Source: an optimization exercise on an open RTL-to-GDS flow (aim: small area). Production flows keep margins and buffers that such runs may drop.
The RTL was checked by simulation tests, not by an equivalence proof against the original design.
No activity file was given, so power comes from the tool's default toggle rates.

// cfg_extract_top
module cfg_extract_top (
    input  logic                                axis_clk,
    input  logic                                aresetn,
    input  logic [cfg_extract_pkg::DATA_W-1:0]  i_ctrl_tdata,
    input  logic [cfg_extract_pkg::KEEP_W-1:0]  i_ctrl_tkeep,
    input  logic                                i_ctrl_tvalid,
    input  logic                                i_ctrl_tlast,
    output logic [cfg_extract_pkg::DATA_W-1:0]  o_ctrl_tdata,
    output logic [cfg_extract_pkg::KEEP_W-1:0]  o_ctrl_tkeep,
    output logic                                o_ctrl_tvalid,
    output logic                                o_ctrl_tlast,
    output logic [cfg_extract_pkg::CFG_W-1:0]   o_cfg_info,
    output logic                                o_cfg_update
);
Settings: LEC_CHECK=0, CAP_MARGIN=20, CORE_AREA=10 10 470 470, DIE_AREA=0 0 480 480, SLEW_MARGIN=20, SYNTH_HIERARCHICAL=1, SYNTH_MINIMUM_KEEP_SIZE=0; clock period 5.0 ns.
standard.sh (not shown) runs the stock make flow with config.mk's settings and CLKGATE_MAP_FILE= SYNTH_SCRIPT=/design/flow/synth_recipe.tcl, a recipe that flattens the netlist after the stock synthesis.
==> flow/flow/run.sh <==
#!/bin/bash
# Standard layout with two changes: the smallest buffer on every port instead of
# the default delay buffer, and a clock tree of mid-size buffers in small clusters
# without dummy loads.
set -euo pipefail
export BUFFER_PORTS_ARGS="-buffer_cell sky130_fd_sc_hd__buf_1"
export CTS_ARGS="-sink_clustering_enable -repair_clock_nets -dont_use_dummy_load -buf_list sky130_fd_sc_hd__clkbuf_8 -sink_clustering_size 16 -sink_clustering_max_diameter 80"
bash standard.sh finish > orfs_make.log 2>&1
Change:
CORE_AREA = 10 10 442 442   (was 10 10 470 470)
DIE_AREA = 0 0 452 452   (was 0 0 480 480)
What happened: The new run completed without violations. Clock power falls by about 0.6%. Routed wire length falls by 4.6%. Power stays flat. Hold slack degrades by 39 ps. Synthesized cell count does not change. Core utilization rises by 4.1 points. Die area falls by 11%.
Change:
==> flow/flow/run.sh (replaced) <==
#!/bin/bash
# Standard layout with two changes: the smallest buffer on every port instead of
# the default delay buffer, and a clock tree of mid-size buffers in small clusters
# without dummy loads.
set -euo pipefail
export BUFFER_PORTS_ARGS="-buffer_cell sky130_fd_sc_hd__buf_1"
export CTS_ARGS="-sink_clustering_enable -repair_clock_nets -dont_use_dummy_load -buf_list sky130_fd_sc_hd__clkbuf_8 -sink_clustering_size 16 -sink_clustering_max_diameter 80 -tree_buf sky130_fd_sc_hd__clkbuf_4"
bash standard.sh finish > orfs_make.log 2>&1
CORE_AREA = 10 10 470 470   (was 10 10 442 442)
DIE_AREA = 0 0 480 480   (was 0 0 452 452)
After rerunning: Utilization drops by 4.1 points. Sequential power stays flat. Routed wire length rises by 4.8%. Area after synthesis does not change. Synthesized cell count stays the same.
Change:
==> flow/flow/run.sh (replaced) <==
#!/bin/bash
# Standard layout with two changes: the smallest buffer on every port instead of
# the default delay buffer, and a clock tree of mid-size buffers in small clusters
# without dummy loads.
set -euo pipefail
export BUFFER_PORTS_ARGS="-buffer_cell sky130_fd_sc_hd__buf_1"
export CTS_ARGS="-sink_clustering_enable -repair_clock_nets -dont_use_dummy_load -buf_list sky130_fd_sc_hd__clkbuf_8 -sink_clustering_size 16 -sink_clustering_max_diameter 60"
bash standard.sh finish > orfs_make.log 2>&1
CAP_MARGIN = 5   (was 20)
SLEW_MARGIN = 5   (was 20)
With this change the flow reached the layout checks and failed them: max-slew violations. Sequential power is about the same. Wire length barely changes. Maximum frequency came out lower by about 0.6%. Global-route usage barely changes. Final area hardly moves.
Change:
==> flow/flow/run.sh (replaced) <==
#!/bin/bash
# Standard layout with two changes: the smallest buffer on every port instead of
# the default delay buffer, and a clock tree of mid-size buffers in small clusters
# without dummy loads.
set -euo pipefail
export BUFFER_PORTS_ARGS="-buffer_cell sky130_fd_sc_hd__buf_1"
export CTS_ARGS="-sink_clustering_enable -repair_clock_nets -dont_use_dummy_load -buf_list sky130_fd_sc_hd__clkbuf_8 -sink_clustering_size 16 -sink_clustering_max_diameter 80"
bash standard.sh finish > orfs_make.log 2>&1
CAP_MARGIN = 20   (was 5)
PLACE_DENSITY = 0.8   (was default)
SLEW_MARGIN = 20   (was 5)
Effect: The new run finished with timing, DRC and antenna clean. Sequential share of layout area drops by 0.18 points. Worst setup slack got worse by 45 ps. Power is about the same. Design area came out higher by 0.33%. Synthesized area does not change. Non-clock buffer count came out higher by 19. Wire length climbs by 5.0%. Count of clock-buffer cells in the layout goes down by 2. Critical path depth grows by 1. Synthesized cell count does not change.

==> static timing again, ports no longer ideal <==
Ports are ideal in the flow. The routed layouts listed here were re-timed in OpenROAD. Step 1 sets driving cells, clkbuf_16 on the clock port and buf_2 on the other inputs (assumed; they add their load-dependent delay and slew). Step 2 also shifts input and output timing later by t, the mid clock arrival at the registers, as if the neighbouring blocks saw the same clock. Slacks: ideal / step 1 / step 2; pairs: ideal / step 1.
run | shift t [ns] | slack for setup (ns) | clock arrival spread, ns
the first run | 0.939 | 2.072 / 1.998 / 1.542 | 0.122 / 0.121
the second run | 0.973 | 1.810 / 1.810 / 1.305 | 0.126 / 0.126
the third run | 1.006 | 2.046 / 1.955 / 1.546 | 0.170 / 0.170
the fourth run | 0.971 | 2.029 / 1.971 / 1.389 | 0.128 / 0.127
the fifth run | 0.944 | 1.985 / 1.978 / 1.591 | 0.138 / 0.139
For the fourth run, which loses most, drivers alone change the setup slack by -0.058 ns; drivers and shift together by -0.640 ns.
